Background: an optimization exercise with open tools, aiming at a short achievable clock period and few clock cycles per item. Do not read the settings as production practice. The RTL was checked by simulation tests, not by an equivalence proof against the original design. No driver is modelled on the clock port, so clock power and skew are understated where the tree is cut down; a real chip needs a root buffer or a tree. Power and IR drop assume default switching activity.

oak:
==> module per_source_request_dedup_accumulator, before the edit <==
module per_source_request_dedup_accumulator #(
  parameter int unsigned CLIENTS = psda_pkg::CLIENTS_DEF
) (
  input  wire logic                               clk,
  input  wire logic                               rst_n,
  input  wire logic                               in_valid,
  output logic                                    in_ready,
  input  wire logic                               in_operation,
  input  wire logic [psda_pkg::IP_W-1:0]          in_src_ip,
  input  wire logic [psda_pkg::PORT_W-1:0]        in_src_port,
  input  wire logic signed [psda_pkg::DATA_W-1:0] in_seq_num,
  input  wire logic signed [psda_pkg::DATA_W-1:0] in_value,
  input  wire logic [psda_pkg::DATA_W-1:0]        in_replica_count,
  input  wire logic signed [psda_pkg::DATA_W-1:0] in_replica_sum,
  output logic                                    out_valid,
  input  wire logic                               out_ready,
  output logic signed [psda_pkg::DATA_W-1:0]      out_ack_total,
  output logic [psda_pkg::DATA_W-1:0]             out_ack_count,
  output logic                                    out_is_duplicate,
  output logic                                    out_not_tracked
);
  localparam int unsigned W    = psda_pkg::DATA_W;
  localparam int unsigned AW   = psda_pkg::RB_AW;
  localparam int unsigned CAP  = psda_pkg::RB_CAP;
  localparam int unsigned RW   = 2 * W + 2;
  logic rst_q;
  always_ff @(posedge clk) begin
    rst_q <= rst_n;
  end
  logic                        in_ready_r;
  logic                        a_v;
  psda_pkg::op_t               a_op;
  logic [psda_pkg::IP_W-1:0]   a_ip;
  logic [psda_pkg::PORT_W-1:0] a_port;
  logic [W-1:0]                a_seq, a_val, a_rc, a_rs;
  always_ff @(posedge clk) begin
    if (!rst_n) begin
      a_v <= 1'b0;
    end else begin
      a_v <= in_valid && in_ready_r;
    end
  end
  always_ff @(posedge clk) begin
    a_op   <= psda_pkg::op_t'(in_operation);
    a_ip   <= in_src_ip;
    a_port <= in_src_port;
    a_seq  <= in_seq_num;
    a_val  <= in_value;
    a_rc   <= in_replica_count;
    a_rs   <= in_replica_sum;
  end
  logic                        b_v;
  psda_pkg::op_t               b_op;
  logic [psda_pkg::IP_W-1:0]   b_ip;
  logic [psda_pkg::PORT_W-1:0] b_port;
  logic [W-1:0]                b_seq, b_val, b_rc, b_rs;
  always_ff @(posedge clk) begin
    if (!rst_n) begin
      b_v <= 1'b0;
    end else begin
      b_v <= a_v;
    end
  end
  always_ff @(posedge clk) begin
    b_op   <= a_op;
    b_ip   <= a_ip;
    b_port <= a_port;
    b_seq  <= a_seq;
    b_val  <= a_val;
    b_rc   <= a_rc;
    b_rs   <= a_rs;
  end
  logic b_client, b_replica;
  assign b_client  = b_v && (b_op == psda_pkg::OP_CLIENT);
  assign b_replica = b_v && (b_op == psda_pkg::OP_REPLICA);
  logic b_dup, b_untr;
  psda_table #(
    .CLIENTS(CLIENTS)
  ) u_table (
    .clk      (clk),
    .rst_n    (rst_n),
    .lk_ip    (a_ip),
    .lk_port  (a_port),
    .lk_seq   (a_seq),
    .cm_client(b_client),
    .cm_ip    (b_ip),
    .cm_port  (b_port),
    .cm_seq   (b_seq),
    .cm_dup   (b_dup),
    .cm_untr  (b_untr)
  );
  logic [W-1:0] c_tot, c_cnt;
  psda_acc u_acc (
    .clk       (clk),
    .rst_n     (rst_n),
    .rst_q     (rst_q),
    .add       (b_client),
    .dup       (b_dup),
    .load      (b_replica),
    .value     (b_val),
    .load_count(b_rc),
    .load_sum  (b_rs),
    .c_total   (c_tot),
    .c_count   (c_cnt)
  );
  logic c_client, c_dup, c_untr;
  always_ff @(posedge clk) begin
    if (!rst_n) begin
      c_client <= 1'b0;
    end else begin
      c_client <= b_client;
    end
  end
  always_ff @(posedge clk) begin
    c_dup  <= b_dup;
    c_untr <= b_untr && !b_dup;
  end
  logic [RW-1:0] rb [2**AW];
  logic [AW:0]   wr_r, rd_r;
  logic          rb_ne;
  logic          ov_r;
  logic [RW-1:0] o_r;
  logic          o_take;
  logic [RW-1:0] c_rec;
  assign rb_ne  = (wr_r != rd_r);
  assign o_take = !ov_r || out_ready;
  assign c_rec  = {c_tot, c_cnt, c_dup, c_untr};
  always_ff @(posedge clk) begin
    if (c_client) begin
      rb[wr_r[AW-1:0]] <= c_rec;
    end
  end
  always_ff @(posedge clk) begin
    if (!rst_n) begin
      wr_r <= '0;
      rd_r <= '0;
      ov_r <= 1'b0;
    end else begin
      if (c_client && !(o_take && !rb_ne)) begin
        wr_r <= wr_r + 1'b1;
      end
      if (o_take) begin
        ov_r <= rb_ne || c_client;
        if (rb_ne) begin
          rd_r <= rd_r + 1'b1;
        end
      end
    end
  end
  logic [RW-1:0] o_hold, o_keep, o_hkeep;
  logic          o_use_c;
  assign o_use_c = o_take && !rb_ne;
  assign o_keep  = o_take ? rb[rd_r[AW-1:0]] : o_hold;
  assign o_hkeep = rb_ne ? rb[rd_r[AW-1:0]] : o_hold;
  always_ff @(posedge clk) begin
    if (!rst_n) begin
      o_hold <= '0;
    end else if (o_take) begin
      o_hold <= o_use_c ? c_rec : o_hkeep;
    end
  end
  always_ff @(posedge clk) begin
    o_r <= o_use_c ? c_rec : o_keep;
  end
  logic [CAP-1:0] occ_r, occ_nxt;
  logic [CAP+1:0] occ_x;        
  logic           in_fire, out_fire;
  assign in_fire  = in_valid && in_ready_r;
  assign out_fire = out_ready && ov_r;
  assign occ_x    = {2'b00, occ_r};
  always_comb begin
    case ({in_fire, out_fire, b_replica})
      3'b100:          occ_nxt = {occ_r[CAP-2:0], 1'b1};        
      3'b010, 3'b001,
      3'b111:          occ_nxt = occ_x[CAP:1];                  
      3'b011:          occ_nxt = occ_x[CAP+1:2];                
      default:         occ_nxt = occ_r;                         
    endcase
  end
  always_ff @(posedge clk) begin
    if (!rst_n) begin
      occ_r <= '0;
    end else begin
      occ_r <= occ_nxt;
    end
  end
  always_ff @(posedge clk) begin
    if (!rst_n) begin
      in_ready_r <= 1'b1;
    end else begin
      in_ready_r <= !occ_nxt[CAP-1];
    end
  end
  assign in_ready         = in_ready_r;
  assign out_valid        = ov_r;
  assign out_ack_total    = o_r[RW-1 -: W];
  assign out_ack_count    = o_r[2 +: W];
  assign out_is_duplicate = o_r[1];
  assign out_not_tracked  = o_r[0];
endmodule
Settings: LEC_CHECK=0, ABC_CLOCK_PERIOD_IN_PS=2000, CAP_MARGIN=20, CORE_MARGIN=2, CORE_UTILIZATION=60, SETUP_SLACK_MARGIN=5.0, SLEW_MARGIN=20; clock period 7.5 ns.
standard.sh (not shown) runs the stock make flow with config.mk's settings and CLKGATE_MAP_FILE= SYNTH_SCRIPT=/design/flow/synth_recipe.tcl, a recipe that flattens the netlist after the stock synthesis.
==> flow/flow/run.sh <==
#!/bin/bash
# The standard layout with two changes:
#  - the port buffers are sky130_fd_sc_hd__buf_4 rather than the small delay buffers
#    buffer_ports picks by default
#  - after CTS, flow/mycts.tcl rebuilds the clock tree as two levels of clkbuf_16
#    (4 roots on the clock port, 64 leaves each driving one cluster of flip-flops)
#    and repairs timing on it; TritonCTS's own repair is skipped, as it would work on
#    the tree that is then replaced
set -euo pipefail
export MYCTS_LEAVES=64
export MYCTS_ROOTS=4
bash standard.sh "BUFFER_PORTS_ARGS=-buffer_cell sky130_fd_sc_hd__buf_4" \
  "POST_CTS_TCL=$PWD/flow/mycts.tcl" SKIP_CTS_REPAIR_TIMING=1 finish > standard.log 2>&1
Other scripts of this flow, unchanged in this note and not shown: flow/flow/mycts.tcl
Having completed the whole flow, oak delivered a layout that passed the timing, design-rule and antenna checks.
Testbench counts of oak, summed over its fixed seeds: cycles 12,032, items 12,000.
Modified inputs, pine compared to oak
--- a/flow/design.v
+++ b/flow/design.v
@@ -438,24 +438,21 @@
           rd_r <= rd_r + 1'b1;
         end
       end
     end
   end
-  logic [RW-1:0] o_hold, o_keep, o_hkeep;
-  logic          o_use_c;
-  assign o_use_c = o_take && !rb_ne;
-  assign o_keep  = o_take ? rb[rd_r[AW-1:0]] : o_hold;
-  assign o_hkeep = rb_ne ? rb[rd_r[AW-1:0]] : o_hold;
+  logic [RW-1:0] o_new, o_hold;
+  assign o_new = rb_ne ? rb[rd_r[AW-1:0]] : c_rec;
   always_ff @(posedge clk) begin
     if (!rst_n) begin
       o_hold <= '0;
     end else if (o_take) begin
-      o_hold <= o_use_c ? c_rec : o_hkeep;
+      o_hold <= o_new;
     end
   end
   always_ff @(posedge clk) begin
-    o_r <= o_use_c ? c_rec : o_keep;
+    o_r <= o_take ? o_new : o_hold;
   end
   logic [CAP-1:0] occ_r, occ_nxt;
   logic [CAP+1:0] occ_x;        
   logic           in_fire, out_fire;
   assign in_fire  = in_valid && in_ready_r;
## What came out
Between oak and pine, the routing usage on met1 is lower for pine.
Summary of pine over oak: met1 routed wirelength after detailed routing lower; die area roughly the same; power shrank by about 1.3%; net switching fraction of the power dropped 0.49 points; horizontal die dimension held steady.
Going from oak to pine, arrival time of the worst setup path shrinks by 0.02 ns.
Going from oak to pine, the fraction of power consumed by combinational cells was found to have gone down by 0.5 points.
Going from oak to pine, the worst path setup slack after routing was found to have gone up by 0.016 ns.
Testbench counts of pine, summed over its fixed seeds: cycles 12,032, items 12,000.
In every run of this note, the design's own scripts or RTL, not TritonCTS, make the clock network.

==> what the ideal ports hide <==
In the flow no input, the clock included, has a driving cell. The finished layouts below were timed again as built, in two steps.
Step 1: set_driving_cell puts a clkbuf_16 on clk and a buf_2 on each other input, an assumption about the parent block.
Step 2, shift: input delay + t, output delay - t, t = (earliest + latest rising clock arrival at the registers) / 2. This alone moves slack from input paths to output paths.
a / b / c = ideal ports / drivers / drivers and shift; a / b = the first two.
| run | shift t [ns] | setup WS [ns] | worst register clock-pin slew, ns | cell pins on the clock port's net |
|---|---|---|---|---|
| oak | 0.674 | 4.931 / 4.769 / 4.377 | 0.12 / 0.12 | 4 |
| pine | 0.680 | 4.947 / 4.780 / 4.461 | 0.12 / 0.12 | 4 |
After both steps every run listed still meets setup and hold. The setup slack of oak, which loses most, moves by -0.162 ns with the drivers and by -0.554 ns with both steps.
